Background: an optimization exercise with open tools, aiming at a short achievable clock period and few clock cycles per item. Do not read the settings as production practice.
The RTL was checked by simulation tests, not by an equivalence proof against the original design.
Power is estimated from default activity; no workload was simulated.

==> flow/design.v (excerpt) <==
module rv32i_core #(
    parameter rv32i_pkg::word_t RESET_PC = '0
) (
    input  logic                clk,
    input  logic                rst_n,
    output logic                instr_read,
    output rv32i_pkg::word_t    instr_addr,
    input  logic                instr_resp,
    input  rv32i_pkg::word_t    instr_rdata,
    output logic                data_read,
    output logic                data_write,
    output rv32i_pkg::byte_en_t data_mbe,
    output rv32i_pkg::word_t    data_addr,
    output rv32i_pkg::word_t    data_wdata,
    input  logic                data_resp,
    input  rv32i_pkg::word_t    data_rdata
);
==> flow/config.mk <==
export PLATFORM = sky130hd
export DESIGN_NAME = rv32i_core
export DESIGN_NICKNAME = rv32i_core
export VERILOG_FILES = /design/flow/design.v
export SDC_FILE = /design/flow/constraint.sdc
export NUM_CORES = 4
export LEC_CHECK = 0
export CAP_MARGIN = 20
export CORE_MARGIN = 2
export CORE_UTILIZATION = 30
export PLACE_DENSITY = 0.35
export SETUP_SLACK_MARGIN = 3.0
export SLEW_MARGIN = 20
==> flow/constraint.sdc <==
create_clock -name core_clock -period 5.5 [get_ports {clk}]
set_input_delay 1.1000 -clock core_clock [delete_from_list [all_inputs] [get_ports {clk}]]
set_output_delay 1.1000 -clock core_clock [all_outputs]
set_load 0.01 [all_outputs]
run.sh (not shown) runs the stock make flow with config.mk's settings and CLKGATE_MAP_FILE= SYNTH_SCRIPT=/design/flow/synth_recipe.tcl, a recipe that flattens the netlist after the stock synthesis.
Testbench counts at the start, summed over its fixed seeds: cycles 31,042, instrs 25,048.
Next try:
--- a/flow/design.v
+++ b/flow/design.v
@@ -213,16 +213,14 @@
     logic [2:0]  ir_f3;
     logic        ir_add, ir_cmp, ir_cmpu, ir_xor, ir_or, ir_and, ir_sll, ir_sr, ir_sub, ir_sra;
     always_ff @(posedge clk) begin
         if (ir_free) begin
             ir_rs1    <= i2_rs1;
             ir_rs2    <= i2_rs2;
             ir_rd     <= i2_rd;
-            ir_rs1_oh <= i2_rs1_oh;
-            ir_rs2_oh <= i2_rs2_oh;
             ir_rd_oh  <= i2_rd_oh;
             ir_use1   <= i2_use1;
             ir_use2   <= i2_use2;
             ir_wr     <= i2_wr;
             ir_ld     <= i2_ld;
             ir_st     <= i2_st;
             ir_bimm   <= i2_bimm;
@@ -237,18 +235,21 @@
             ir_and    <= i2_and;
             ir_sll    <= i2_sll;
             ir_sr     <= i2_sr;
             ir_sub    <= i2_sub;
             ir_sra    <= i2_sra;
         end
     end
+    always_ff @(posedge clk) begin
+        ir_rs1_oh <= ir_free ? i2_rs1_oh : (32'd1 << ir_rs1);
+        ir_rs2_oh <= ir_free ? i2_rs2_oh : (32'd1 << ir_rs2);
+    end
     logic        e1_valid;
     logic [31:0] e1_a, e1_b, e1_s;
     logic        e1_fa, e1_fb, e1_fs;
-    logic        e1_sd;        
     logic [4:0]  e1_sa;        
     logic        e1_fsa;
     logic [4:0]  e1_rd;
     logic        e1_wr, e1_ld, e1_st;
     logic [2:0]  e1_f3;
     logic        e1_add, e1_cmp, e1_cmpu, e1_xor, e1_or, e1_and, e1_sll, e1_sr, e1_sub, e1_sra;
     logic        e2_valid;
@@ -259,20 +260,16 @@
     logic [3:0]  e2_pa;        
     logic        e2_cin;
     logic [31:0] e2_x;         
     logic [1:0]  e2_sh;        
     logic        e2_sll, e2_sr, e2_sra;
     logic        e2_a31, e2_b31;
     logic [4:0]  e2_rd;
-    logic        e2_wr, e2_ld, e2_st;
-    logic [2:0]  e2_f3;
+    logic        e2_wr, e2_ld;
     logic        e2_add, e2_cmp, e2_cmpu;
-    logic [3:0]  e2_mbe;
-    logic [31:0] e2_wd;
-    logic        e2_sd;
     logic [31:0] res_q;
     logic [31:0] res_oh;       
     logic [31:0] lr_q;
     logic [31:0] lr_oh;
     logic [31:0] busy;
     logic        mq_ld   [NM];
     logic        mq_st   [NM];
@@ -288,24 +285,23 @@
     logic        mq_wr   [NM];
     logic [3:0]  mq_mbe  [NM];
     logic [31:0] mq_wd   [NM];
     logic [NM-1:0] mq_occ;    
     logic [NM-1:0] mem_inf;   
     logic        room;
     assign room = !mem_inf[NM-1];
-    logic        e1_alu, e2_fwd, e1_mem, e2_mem;
+    logic        e1_alu, e2_fwd, e1_mem;
     logic        push_here   [NM];
     logic        push_behind [NM];
     logic        mq_pop;
     logic        ret_ok;     
     logic        ret_now;    
     assign e1_alu  = e1_valid && e1_wr && !e1_ld;
     assign e2_fwd  = e2_valid && e2_wr && !e2_ld;
     assign e1_mem  = e1_valid && (e1_ld || e1_st);
-    assign e2_mem  = e2_valid && (e2_ld || e2_st);
     assign mq_pop  = (rq_ld || rq_st) && data_resp;
     assign ret_ok  = rq_ld && mq_wr[0];
     assign ret_now = ret_ok && data_resp;
     logic [31:0] regs [32];
     always_ff @(posedge clk) begin
         if (!rst_n) begin
             for (int i = 0; i < 32; i++) begin
@@ -463,15 +459,14 @@
     always_ff @(posedge clk) begin
         e1_a    <= ir_azero ? 32'd0 : v1;
         e1_fa   <= ir_f1 && !ir_u1 && !ir_azero;
         e1_b    <= ir_bimm ? ir_imm : v2;
         e1_fb   <= ir_f2 && !ir_u2 && !ir_bimm;
         e1_s    <= v2;
         e1_fs   <= ir_f2 && !ir_u2 && !ir_m2;
-        e1_sd   <= ir_m2;
         e1_sa   <= (ir_sll || ir_sr) ? (ir_bimm ? ir_imm[4:0] : v2[4:0]) : 5'd0;
         e1_fsa  <= (ir_sll || ir_sr) && ir_f2 && !ir_u2 && !ir_bimm;
         e1_rd   <= ir_rd;
         e1_wr   <= ir_wr;
         e1_ld   <= ir_ld;
         e1_st   <= ir_st;
         e1_f3   <= ir_f3;
@@ -583,22 +578,17 @@
         e2_sr   <= e1_sr;
         e2_sra  <= e1_sra;
         e2_a31  <= a[31];
         e2_b31  <= b[31];
         e2_rd   <= e1_rd;
         e2_wr   <= e1_wr;
         e2_ld   <= e1_ld;
-        e2_st   <= e1_st;
-        e2_f3   <= e1_f3;
         e2_add  <= e1_add;
         e2_cmp  <= e1_cmp;
         e2_cmpu <= e1_cmpu;
-        e2_mbe  <= st_mbe;
-        e2_wd   <= st_data;
-        e2_sd   <= e1_sd;
     end
     logic [4:0]  c;       
     logic [31:0] cb;      
     logic [31:0] sum;
     logic        lt;
     logic [31:0] sl_v, sr_v;
     logic [32:0] sr_w;
@@ -609,26 +599,14 @@
             c[k + 1] = e2_g[k] || (e2_pa[k] && c[k]);
         end
         for (int k = 0; k < 4; k++) begin
             cb[8*k +: 8] = e2_c0[8*k +: 8] | (e2_pp[8*k +: 8] & {8{c[k]}});
         end
     end
     assign sum  = e2_p ^ cb;
-    logic [31:0] wd;
-    always_comb begin
-        if (e2_sd) begin
-            case (e2_f3[1:0])
-                2'b00:   wd = {4{res_q[7:0]}};
-                2'b01:   wd = {2{res_q[15:0]}};
-                default: wd = res_q;
-            endcase
-        end else begin
-            wd = e2_wd;
-        end
-    end
     assign lt   = e2_cmpu ? !c[4] : ((e2_a31 != e2_b31) ? e2_a31 : sum[31]);
     assign sl_v = e2_x << e2_sh;
     assign sr_w = $signed({e2_sra && e2_x[31], e2_x}) >>> e2_sh;
     assign sr_v = sr_w[31:0];
     assign ex2_res = ({32{e2_add}} & sum)
                    | ({32{e2_cmp}} & {31'd0, lt})
                    | ({32{e2_sll}} & sl_v)
The changed run passed the timing, design-rule and antenna checks.
Wire length fell by 1.5%.
Utilization fell by 1.4 points.
Via count fell by 0.87%.
Final area fell by 3.0%.
Synthesized area is about the same.
Sequential cell count does not change.
Register-to-register slack is better by 0.17 ns.
Total power fell by 2.4%.
Worst setup slack is better by 0.15 ns.
Sequential share of layout area rose by 0.93 points.
Non-clock buffer count fell by 221.
Testbench counts after the change, summed over its fixed seeds: cycles 31,042, instrs 25,048.

-- separate check: timing with driven ports --
Ports are ideal in the flow. The routed layouts listed here were re-timed in OpenROAD. Step 1: set_driving_cell puts a clkbuf_16 on clk and a buf_2 on each other input, an assumption about the parent block. Step 2 adds t to the input delays and takes it off the output delays; t is the mean of the earliest and latest rising clock arrival at the registers after step 1. Input paths then give back, and output paths get back, about the clock's delay inside the block. a / b / c = ideal / step 1 / step 2; a / b = the first two.
run	t, ns	setup slack, ns	hold WS [ns]	worst data-port slew with drivers (ns)
the first run	1.049	2.623 / 2.623 / 1.805	0.329 / 0.329 / 0.329	0.09
the second run	1.069	2.771 / 2.658 / 1.986	0.320 / 0.320 / 0.320	0.20
After both steps every run listed still meets setup and hold. For the first run, which loses most, drivers alone change the setup slack by 0.000 ns; drivers and shift together by -0.818 ns.
